This is an optimization exercise on Yosys and OpenROAD, whose aim is small area, not a production implementation.
Function was checked by simulation only, so behaviour that the tests miss may differ from the original.
Power is estimated from default activity; no workload was simulated.

File: flow/run.sh
#!/bin/bash
# synth_recipe.tcl (not shown) runs the flow's synth.tcl, then flattens the netlist and writes it again
# the make line also repeats each setting of config.mk as NAME=value (left out here)
make -C /OpenROAD-flow-scripts/flow DESIGN_CONFIG=/design/flow/config.mk WORK_HOME=/design/flow/orfs CLKGATE_MAP_FILE= SYNTH_SCRIPT=/design/flow/synth_recipe.tcl finish
File: flow/config.mk
export PLATFORM = sky130hd
export DESIGN_NAME = space_game_top
export DESIGN_NICKNAME = space_game_top
export VERILOG_FILES = /design/flow/design.v
export SDC_FILE = /design/flow/constraint.sdc
export NUM_CORES = 4
export LEC_CHECK = 0
export CAP_MARGIN = 20
export CORE_MARGIN = 2
export CORE_UTILIZATION = 40
export PLACE_DENSITY = 0.6
export SLEW_MARGIN = 20
File: flow/constraint.sdc
create_clock -name core_clock -period 6.0 [get_ports {clk25M}]
set_input_delay 1.2000 -clock core_clock [delete_from_list [all_inputs] [get_ports {clk25M}]]
set_output_delay 1.2000 -clock core_clock [all_outputs]
set_load 0.01 [all_outputs]
File: flow/design.v
`timescale 1ns/100ps
package invaders_pkg;
    typedef logic [11:0] coord_t;
    typedef logic [11:0] color_t;
    typedef logic [2:0]  slot_t;
    localparam int FIELD_WIDTH    = 640;
    localparam int NUM_INVADERS   = 8;
    localparam int NUM_LASERS     = 4;
    localparam int LASER_IDX_W    = $clog2(NUM_LASERS);
    localparam int INVADER_SIZE   = 32;
    localparam int CANNON_SIZE    = 32;
    localparam int CANNON_V       = 448;
    localparam int CANNON_STEP    = 2;
    localparam int CANNON_INIT_H  = 304;
    localparam int LASER_LEN      = 20;
    localparam int LASER_STEP     = 4;
    localparam int LASER_OFFSET_H = 16;
    localparam int DOWN_STEP      = 8;
    localparam color_t CANNON_COLOR = 12'hff0;
    localparam color_t LASER_COLOR  = 12'hfff;
    localparam bit [NUM_INVADERS-1:0] INVADER_INIT_ALIVE = 8'hff;
    localparam bit [NUM_INVADERS*12-1:0] INVADER_INIT_VPOS = {
        12'd64, 12'd64, 12'd64, 12'd64, 12'd0, 12'd0, 12'd0, 12'd0
    };
    localparam bit [NUM_INVADERS*12-1:0] INVADER_INIT_HPOS = {
        12'd320, 12'd256, 12'd192, 12'd128, 12'd320, 12'd256, 12'd192, 12'd128
    };
    localparam bit [NUM_INVADERS*12-1:0] INVADER_INIT_COLOR = {
        12'h88f, 12'h8f0, 12'hf80, 12'h0ff, 12'hf0f, 12'h00f, 12'h0f0, 12'hf00
    };
    typedef enum logic [1:0] {
        DIR_RIGHT,
        DIR_DOWN,
        DIR_LEFT
    } dir_t;
    typedef enum logic [2:0] {
        PH_IDLE,
        PH_SCAN,
        PH_MOVE,
        PH_CANNON,
        PH_LASERS
    } phase_t;
    localparam int UPDATE_CYCLES = 2 * NUM_INVADERS + 1 + NUM_LASERS;
endpackage
`timescale 1ns/100ps
`timescale 1ns/100ps
`timescale 1ns/100ps
`timescale 1ns/100ps
`timescale 1ns/100ps
`timescale 1ns/100ps
`timescale 1ns/100ps
module space_game_top (
    input  logic        clk25M,
    input  logic        reset,
    input  logic        frame_tick,
    input  logic        march_en,
    input  logic [3:0]  speed,
    input  logic        btn_left,
    input  logic        btn_right,
    input  logic        btn_fire,
    input  logic [11:0] whpos,
    input  logic [11:0] wvpos,
    input  logic [18:0] write_addr_in,
    input  logic        write_en,
    output logic [18:0] write_addr_out,
    output logic        write_en_out,
    output logic [11:0] vdin,
    output logic        update_busy
);
    logic [4:0] cnt;
    wire idle = (cnt == 5'd0);
    wire upd  = (cnt == 5'd1);
    always_ff @(posedge clk25M) begin
        if (reset)     cnt <= 5'd0;
        else if (idle) cnt <= frame_tick ? 5'd21 : 5'd0;
        else           cnt <= cnt - 5'd1;
    end
    assign update_busy = !idle;
    logic [8:0] H;
    logic [8:0] Y;
    logic [1:0] dir;     
    wire        dl   = dir[0];
    wire        down = dir[1];
    wire [9:0]  hs   = dl ? ({1'b0, H} - {6'b0, speed}) : ({1'b0, H} + {6'b0, speed});
    wire        edge_seen = dl ? hs[9] : (hs > 10'd416);
    always_ff @(posedge clk25M) begin
        if (reset) begin
            H   <= 9'd128;
            Y   <= 9'd0;
            dir <= 2'b00;
        end else if (upd && march_en) begin
            if (down) begin
                Y   <= Y + 9'd1;
                dir <= {1'b0, ~dl};
            end else if (edge_seen) begin
                dir <= {1'b1, dl};
            end else begin
                H   <= hs[8:0];
            end
        end
    end
    logic [8:0] C;
    logic [8:0] Cn;
    always_comb begin
        if (btn_left && C != 9'd0)         Cn = C - 9'd1;
        else if (btn_right && C < 9'd304)  Cn = C + 9'd1;
        else                               Cn = C;
    end
    always_ff @(posedge clk25M) begin
        if (reset)    C <= 9'd152;
        else if (upd) C <= Cn;
    end
    logic [3:0][6:0] E;
    logic [3:0][8:0] X;
    logic [3:0]      free;
    logic [3:0]      take;
    for (genvar i = 0; i < 4; i++) begin : g_free
        assign free[i] = &E[i];
    end
    assign take[0] = free[0];
    assign take[1] = free[1] & ~free[0];
    assign take[2] = free[2] & ~|free[1:0];
    assign take[3] = free[3] & ~|free[2:0];
    wire [8:0] Xn = Cn + 9'd8;
    for (genvar i = 0; i < 4; i++) begin : g_las
        always_ff @(posedge clk25M) begin
            if (reset) begin
                E[i] <= 7'd127;
            end else if (upd) begin
                if (!free[i])                  E[i] <= E[i] - 7'd1;
                else if (btn_fire && take[i])  E[i] <= 7'd107;
            end
        end
        always_ff @(posedge clk25M) begin
            if (upd && btn_fire && take[i]) X[i] <= Xn;
        end
    end
    wire [9:0]  tv   = {1'b0, wvpos[11:3]} - {1'b0, Y};
    wire        row0 = (tv[9:2] == 8'd0);
    wire        row1 = (&Y[8:3]) ? (tv[9:2] == 8'd130) : (tv[9:2] == 8'd2);
    wire [12:0] dh   = {1'b0, whpos} - {4'b0, H};
    wire        inv_hit = (row0 | row1) && (dh[12:8] == 5'd0) && !dh[5];
    wire [2:0]  idx  = {row1, dh[7:6]};
    wire [11:0] dc   = {1'b0, whpos[11:1]} - {3'b0, C};
    wire        can_hit = (dc[11:4] == 8'd0) && (wvpos[11:5] == 7'd14);
    wire [9:0]  w    = wvpos[11:2];
    wire        w_ok = (w[9:7] == 3'd0) && (w[6:4] != 3'b111);
    wire [10:0] p    = whpos[11:1];
    wire [11:0] q    = {1'b0, p} + {11'b0, whpos[0]};
    logic [3:0] las_h;
    for (genvar i = 0; i < 4; i++) begin : g_lhit
        wire [7:0] d = {1'b0, w[6:0]} - {1'b0, E[i]};
        assign las_h[i] = !d[7] && (d[6:0] <= 7'd4) &&
                          ((p == {2'b0, X[i]}) || (q == {3'b0, X[i]}));
    end
    wire las_hit = w_ok && (|las_h);
    logic [4:0] inv_code;
    always_comb begin
        case (idx)
            3'd0: inv_code = 5'b11000;    
            3'd1: inv_code = 5'b00110;    
            3'd2: inv_code = 5'b00001;    
            3'd3: inv_code = 5'b11001;    
            3'd4: inv_code = 5'b00111;    
            3'd5: inv_code = 5'b11100;    
            3'd6: inv_code = 5'b10110;    
            default: inv_code = 5'b10101;  
        endcase
    end
    logic [4:0] code;
    always_comb begin
        if (inv_hit)      code = inv_code;
        else if (can_hit) code = 5'b11110;    
        else if (las_hit) code = 5'b11111;    
        else              code = 5'b00000;
    end
    logic [4:0] col;
    always_ff @(posedge clk25M) begin
        if (reset || !write_en) col <= 5'd0;
        else                    col <= code;
    end
    assign vdin = {col[4], {3{col[3]}}, col[2], {3{col[1]}}, {4{col[0]}}};
    always_ff @(posedge clk25M) begin
        write_addr_out <= write_addr_in;
        write_en_out   <= write_en & ~reset;
    end
endmodule
==> run notes <==
CP Data Required Time=6.31 ns; Slew Limit Fails=0; register bit count reported by yosys=123; synth warn=1; later-pin clock latency in the skew report=0.43 ns; Mapped Cells=roughly 990; Final Non-Filler Cells=1360; endpoint type of the worst setup path=flip-flop; first-pass GRT wire length=36.0 mm; CP top delay family=compound AO/OA/AOI/OAI gates; die height=153 um; drc violations=0; vias in the first global route=~7000; ys async rst share=0%; PostCTS Resize Cnt=0; Via Count=7337; H-tree Lvls=4; worst path bufs/invs=2; Sink Count=123; DP HPWL=16.6 mm; VDD IR max=0.238 mV; Core Area=between 0.02 and 0.025 mm^2; GRT Overall Usage=19.2%; post-DR vias/cell=~5.4; Slew headroom=between 30% and 40%; critical path, cell by cell=clkdlybuf4s50_1 -> inv_1 -> ha_1 -> mux2i_1 -> fa_1 -> a21oi_2 -> o22ai_1 -> o41ai_2 -> xor2_1 -> nor4_2 -> a2111oi_4 -> mux2_2; Pwr per Cell Area=282 mW/mm^2; Final #Nets=1206; met2 WL=9.81 mm; clock-pin transition on the worst setup and hold timing paths=0.06 ns; CTS root buffer=clkbuf_16; clk buf depth=2; Post-CTS Hold Fix Bufs=0; number of core rows=54; First-pass DRT Iterations=5; Post-Synthesis Net Count=1133; DR iter-0 viols=373; number of post-CTS setup repair buffers=0; Clock Skew=0.00823 ns; CP max stage cell=a2111oi_4; Max Fclk=222 MHz; area delta synth->final=19.0%; min Tclk post-route=4.51 ns; kind of critical path=in -> reg; CP peak stage delay=0.86 ns; drt wl/cell=16.2 um; crit path max fanout=12; Worst Tran Pin Value=1.04 ns; critical path arrival=a little under 5 ns; Die Area=0.0235 mm^2; Starting Density=40.8%; Final Setup Violations=0; Setup TNS=0 ns; GP Congestion=0.851; mapped cell area=0.00893 mm^2; share of cells above drive strength 1=6.94%; number of port buffers=85; wl on met1=10.6 mm; Min-Delay Path Class=reg -> reg; TritonCTS buffer count=17; met3 WL=1.19 mm; count of different cell masters after synthesis=84; Max Used Layer=met4; DIE WIDTH=153 um; ant diodes=0; final hold violation count=0; TritonCTS clock tree=yes; placed cell count=1327; Seq/Total Area, Yosys=around a third; pin count of the biggest net entering global routing=55; Pleak=~4.2 nW; max_cap viols=0; status=finished clean; fin crit share=between 70% and 80%; post-route ant nets=0; Synth Area per Inst=8.99 um^2; WL final=22.1 mm; RSZ-0062 raised after global routing=false; main flop type after synthesis=dfxtp_1; # IOs=88; Critical Path Start Type=primary input; initial antenna violation count=0; EDFF count, synth=36; GR Overflow Total=0
stage by stage:
| step | instance area (um^2) | total power, W | utilization, % | setup slack, ns | hold slack, ns |
|---|---|---|---|---|---|
| 3_5_place_dp | 10000 | 0.00192 | 45.7 | 1.04 | 0.464 |
| 5_1_grt | 10600 | 0.00317 | 48.5 | 1.22 | 0.498 |
| 4_1_cts | 10600 | 0.00303 | 48.5 | 1.48 | 0.473 |
| 3_3_place_gp | 10000 | 0.00191 | 45.7 | 1.06 | 0.462 |
| 2_1_floorplan | 8930 | 0.00166 | - | 2.18 | 0.449 |
| 6_report | 10600 | 0.00300 | 48.5 | 1.49 | 0.471 |
worst paths after layout:
check | from | to | slack, ns | cells past startpoint
setup reg to reg | dir[0] | H[7] | 2.46 | 9
setup / recovery | speed[0] | H[7] | 1.49 | 12
hold reg to reg | C[8] | C[8] | 0.47 | 2
hold / removal | C[8] | C[8] | 0.47 | 2
layer usage:
metal | global-route usage, % | vias to the layer above
met1 | 25.7 | 3388
met2 | 30.6 | 202
met3 | 3.97 | 35
met5 | 0 | -
met4 | 6.99 | 0
li1 | - | 3712
flip-flops by register name, indices dropped and copies added (netlist names):
signal / flops
C: 9
E: 28
H: 9
X: 36
Y: 9
cnt: 5
col: 5
dir: 2
write_addr_out: 19
write_en_out: 1
worst reg2reg max path: cells and delay by family (launching register included):
kind                     cells  cell delay, ns
adder cells (fa/ha/maj)      1            0.47
AND/OR/NAND/NOR              1            0.11
AO/OA/AOI/OAI                4            1.44
XOR/XNOR                     1            0.25
flip-flops                   1            0.55
multiplexers                 2            0.61
Yosys cell counts, types with 7 or more instances:
master    number  area share [%]
edfxtp_1      36              12
o21ai_0       28             1.6
a21o_1         8            0.67
o21bai_1      11            0.92
xor2_1        24             2.4
ha_1          79              11
buf_2         13            0.73
inv_1         86             3.6
or3_1         12            0.84
nand4_1       22             1.5
a21oi_1       42             2.4
o211ai_1       7            0.59
dfxtp_1       87              19
mux2i_1       14             1.6
a31oi_1        8            0.56
nor2_1        65             2.7
a211oi_1       9            0.76
and3_1        10            0.70
nand2b_1      17             1.2
clkbuf_1      14            0.59
nor4_1         7            0.49
nor3_1        34             1.9
nor2b_1       15             1.1
o21a_1        10            0.84
nand3_1       25             1.4
o31ai_1        9            0.76
xnor2_1      101             9.9
buf_4          9            0.76
nand2_1       67             2.8
final cells by class:
type	instances	area, um^2
fill	2123	11300
sequential	123	2820
tap	280	350
clock inverter	14	185
multi-input combinational	744	5590
clock buffer	18	433
timing repair buffer	95	925
inverter	86	323
kinds of logic after synthesis:
kind of cell | count (synthesis) | share of synthesized area, %
fa+ha+maj | 84 | 12.2
xor+xnor | 128 | 12.8
compound gates | 199 | 16.6
flops | 123 | 31.6
simple gates | 317 | 18.9
buf+inv | 127 | 6.15
mux | 16 | 1.82
cells in the final DEF, fill, tap and decap left out, drive strengths merged, types with 12 or more instances in the layout:
master,instances
xnor2,104
inv,92
dfxtp,87
clkdlybuf4s50,84
ha,79
nand2,67
nor2,66
a21oi,43
edfxtp,36
nor3,35
o21ai,30
nand3,25
xor2,24
nand4,23
clkbuf,18
nand2b,17
nor2b,15
mux2i,14
or3,12
report_power, final:
| part | switching [W] | internal (W) |
|---|---|---|
| combinational | 0.000507 | 0.000367 |
| sequential | 0.0000758 | 0.000963 |
| clock | 0.000420 | 0.000668 |

-- afterwards: timing with drivers on the ports --
The flow's constraints put no driver on any port. The routed layout listed below was extracted and timed again, unchanged, in two steps. Step 1: set_driving_cell puts a clkbuf_16 on clk25M and a buf_2 on each other input, an assumption about the parent block. Step 2 adds t to the input delays and takes it off the output delays; t is the mean of the earliest and latest rising clock arrival at the registers after step 1. Input paths then give back, and output paths get back, about the clock's delay inside the block. Three values: ideal ports, drivers, drivers and shift; two values: the first two.
shift t [ns]: 0.471
setup WS [ns]: 1.492 / 1.518 / 1.047
worst hold slack (ns): 0.471 / 0.471 / 0.471
clock arrival spread, ns: 0.008 / 0.008
worst data-port slew with drivers (ns): 0.04
After both steps this run still meets setup and hold. For this run, drivers alone change the setup slack by +0.026 ns; drivers and shift together by -0.445 ns.
